Source: an optimization exercise on an open RTL-to-GDS flow (aim: small area and a short achievable clock period). Production flows keep margins and buffers that such runs may drop. Only simulation tests tie the RTL to the original design; equivalence was not proved.

## fc_neuron
module fc_neuron #(
    parameter int unsigned RELU_EN = 0
) (
    input  logic        clk,
    input  logic        rst,
    input  logic [63:0] pooledPixelArray,
    input  logic [63:0] weight,
    output logic [7:0]  result
);
For scale: ~1,200 cells after synthesis, ~140 I/O pins.
export LEC_CHECK = 0
export ABC_AREA = 1
export CAP_MARGIN = 20
export CORE_MARGIN = 2
export CORE_UTILIZATION = 40
export CTS_BUF_LIST = sky130_fd_sc_hd__clkbuf_2 sky130_fd_sc_hd__clkbuf_4
export SLEW_MARGIN = 90
export SYNTH_HIERARCHICAL = 1
export SYNTH_MINIMUM_KEEP_SIZE = 0
create_clock -name core_clock -period 15.0 [get_ports {clk}]
standard.sh (not shown) runs the stock make flow with config.mk's settings and CLKGATE_MAP_FILE= SYNTH_SCRIPT=/design/flow/synth_recipe.tcl, a recipe that flattens the netlist after the stock synthesis.
==> flow/flow/run.sh <==
#!/bin/bash
# Standard ORFS layout, except that the port buffers are the smallest plain
# buffer instead of the delay cell buffer_ports picks by default.
set -euo pipefail
export BUFFER_PORTS_ARGS="-buffer_cell sky130_fd_sc_hd__buf_1"
bash standard.sh > standard.log 2>&1
The first run completed with no timing, DRC or antenna violations.
Rerun with:
SLEW_MARGIN = 65   (was 90)
Clock-buffer cell count stays the same.
Area after synthesis is unchanged.
Sequential share of layout area climbs by 0.18 points.
Wire length shrinks by about 4%.
Non-clock buffer count came out lower by 281.
Global-route usage fell by 0.93 points.
Flip-flop and latch count does not change.
First-iteration DRC count went down by about 10%.

========
Setup of v3:
fc_neuron, a different RTL version from the one above (not shown whole).
Size: roughly 1300 cells after synthesis, roughly 8 flip-flops, about 140 I/O pins.
==> flow/config.mk <==
export PLATFORM = sky130hd
export DESIGN_NAME = fc_neuron
export DESIGN_NICKNAME = fc_neuron
export VERILOG_FILES = /design/flow/design.v
export SDC_FILE = /design/flow/constraint.sdc
export NUM_CORES = 4
export LEC_CHECK = 0
export CAP_MARGIN = 20
export CORE_MARGIN = 2
export CORE_UTILIZATION = 40
export SLEW_MARGIN = 20
export SYNTH_HIERARCHICAL = 1
export SYNTH_MINIMUM_KEEP_SIZE = 0
==> flow/constraint.sdc <==
create_clock -name core_clock -period 15.0 [get_ports {clk}]
set_input_delay 3.0000 -clock core_clock [delete_from_list [all_inputs] [get_ports {clk}]]
set_output_delay 3.0000 -clock core_clock [all_outputs]
set_load 0.01 [all_outputs]
run.sh (not shown) runs the stock make flow with config.mk's settings and CLKGATE_MAP_FILE= SYNTH_SCRIPT=/design/flow/synth_recipe.tcl, a recipe that flattens the netlist after the stock synthesis.
Stock flow here: none of the scripts above is used.
Every stage of the flow completed for v3, and the final layout passed the timing, design-rule and antenna checks.
The following lists how v8 was set up differently from v3:
==> flow/flow/run.sh (new file) <==
#!/bin/bash
# Standard ORFS layout, except that the port buffers are the smallest plain
# buffer instead of the delay cell buffer_ports picks by default.
set -euo pipefail
export BUFFER_PORTS_ARGS="-buffer_cell sky130_fd_sc_hd__buf_1"
bash standard.sh > standard.log 2>&1
==> flow/standard.sh (new file) <==
#!/bin/bash
# synth_recipe.tcl (not shown) runs the flow's synth.tcl, then flattens the netlist and writes it again
# the make line also repeats each setting of config.mk as NAME=value (left out here)
make -C /OpenROAD-flow-scripts/flow DESIGN_CONFIG=/design/flow/config.mk WORK_HOME=/design/flow/orfs CLKGATE_MAP_FILE= SYNTH_SCRIPT=/design/flow/synth_recipe.tcl "${@:-finish}"
removed: flow/run.sh
==> notes.md <==
NOTE: area growth from synthesis to layout in v8 falls short of that of v3. Re post-route minimum period: v3 was higher than v8. Routed wire length (higher): v8. Critical path data required time for v8 is lower than for v3. [compare] base=v3 new=v8: routed metal-1 wire length now larger; worst setup slack now larger; relative area of clock buffers and inverters in the final design comparable; via count now larger.

========
fc_neuron, a different RTL version from the one above (not shown whole).
Size: roughly 140 I/O pins, ~14000 µm² of cells after synthesis.
export LEC_CHECK = 0
export ABC_AREA = 1
export CAP_MARGIN = 20
export CORE_MARGIN = 2
export CORE_UTILIZATION = 40
export CTS_BUF_LIST = sky130_fd_sc_hd__clkbuf_2 sky130_fd_sc_hd__clkbuf_4
export PLACE_DENSITY = 0.8
export SLEW_MARGIN = 20
export SYNTH_HIERARCHICAL = 1
export SYNTH_MINIMUM_KEEP_SIZE = 0
create_clock -name core_clock -period 15.0 [get_ports {clk}]
standard.sh (not shown) runs the stock make flow with config.mk's settings and CLKGATE_MAP_FILE= SYNTH_SCRIPT=/design/flow/synth_recipe.tcl, a recipe that flattens the netlist after the stock synthesis.
==> flow/flow/run.sh <==
#!/bin/bash
# Standard ORFS layout, except that the port buffers are the smallest plain
# buffer instead of the delay cell buffer_ports picks by default.
set -euo pipefail
export BUFFER_PORTS_ARGS="-buffer_cell sky130_fd_sc_hd__buf_1"
bash standard.sh > standard.log 2>&1
The first run completed with no timing, DRC or antenna violations.
Then changed:
Settings changed: PLACE_DENSITY 0.8 to not set, SLEW_MARGIN 20 to 65.
Wire length went up by about 2.5%. Die area does not change. Utilization goes up by 0.40 points. Setup slack improves by 0.18 ns. Cell area increases by about 1%. Count of clock-buffer cells in the layout does not change. Synthesized cell count is unchanged. Fmax is higher by 2.0%.
Then changed:
Settings changed: SLEW_MARGIN 65 to 20.
After rerunning: Wire length fell by 0.42%. Critical path depth shrinks by 1. Final cell count is about the same. Final area shrinks by 0.92%. Fmax shrinks by 0.95%. Count of clock-buffer cells in the layout is unchanged. Synthesized cell count stays the same. Global-route usage fell by 0.28 points. Setup slack loses 0.085 ns.

[separate check: timing with driven ports]
No port has a modelled driver above. Below, the same layouts with a new extraction and two added sets of constraints.
Step 1 (the two cells are an assumption about what drives the block):
set clk [get_ports {clk}]
set_driving_cell -lib_cell sky130_fd_sc_hd__clkbuf_16 $clk
set_driving_cell -lib_cell sky130_fd_sc_hd__buf_2 [delete_from_list [all_inputs] $clk]
Step 2, shift: input delay + t, output delay - t, t = (earliest + latest rising clock arrival at the registers) / 2. This alone moves slack from input paths to output paths.
Three values: no drivers, after step 1, after step 2; two values: the first two.
| run | t, ns | setup slack, ns | worst hold slack (ns) | latest minus earliest clock arrival (ns) | slew at the worst register clock pin (ns) |
|---|---|---|---|---|---|
| the first run of note 1 | 0.273 | 4.194 / 4.195 / 3.922 | 2.944 / 2.956 / 3.229 | 0.002 / 0.002 | 0.05 / 0.05 |
| the second run of note 1 | 0.273 | 6.137 / 6.128 / 5.856 | 2.986 / 2.991 / 3.264 | 0.001 / 0.001 | 0.05 / 0.05 |
| v3 | 0.251 | 4.818 / 4.808 / 4.557 | 3.418 / 3.417 / 3.668 | 0.001 / 0.000 | 0.04 / 0.04 |
| v8 | 0.255 | 5.145 / 5.143 / 4.888 | 3.071 / 3.074 / 3.329 | 0.000 / 0.000 | 0.03 / 0.03 |
| the first run of note 3 | 0.273 | 5.961 / 5.949 / 5.676 | 2.959 / 2.972 / 3.245 | 0.001 / 0.000 | 0.05 / 0.05 |
| the second run of note 3 | 0.263 | 6.139 / 6.132 / 5.869 | 2.953 / 2.974 / 3.237 | 0.003 / 0.003 | 0.05 / 0.05 |
| the third run of note 3 | 0.266 | 6.054 / 6.047 / 5.781 | 2.939 / 2.971 / 3.237 | 0.008 / 0.008 | 0.06 / 0.06 |
After both steps every run listed still meets setup and hold. For the first run of note 3, which loses most, drivers alone change the setup slack by -0.012 ns; drivers and shift together by -0.285 ns.
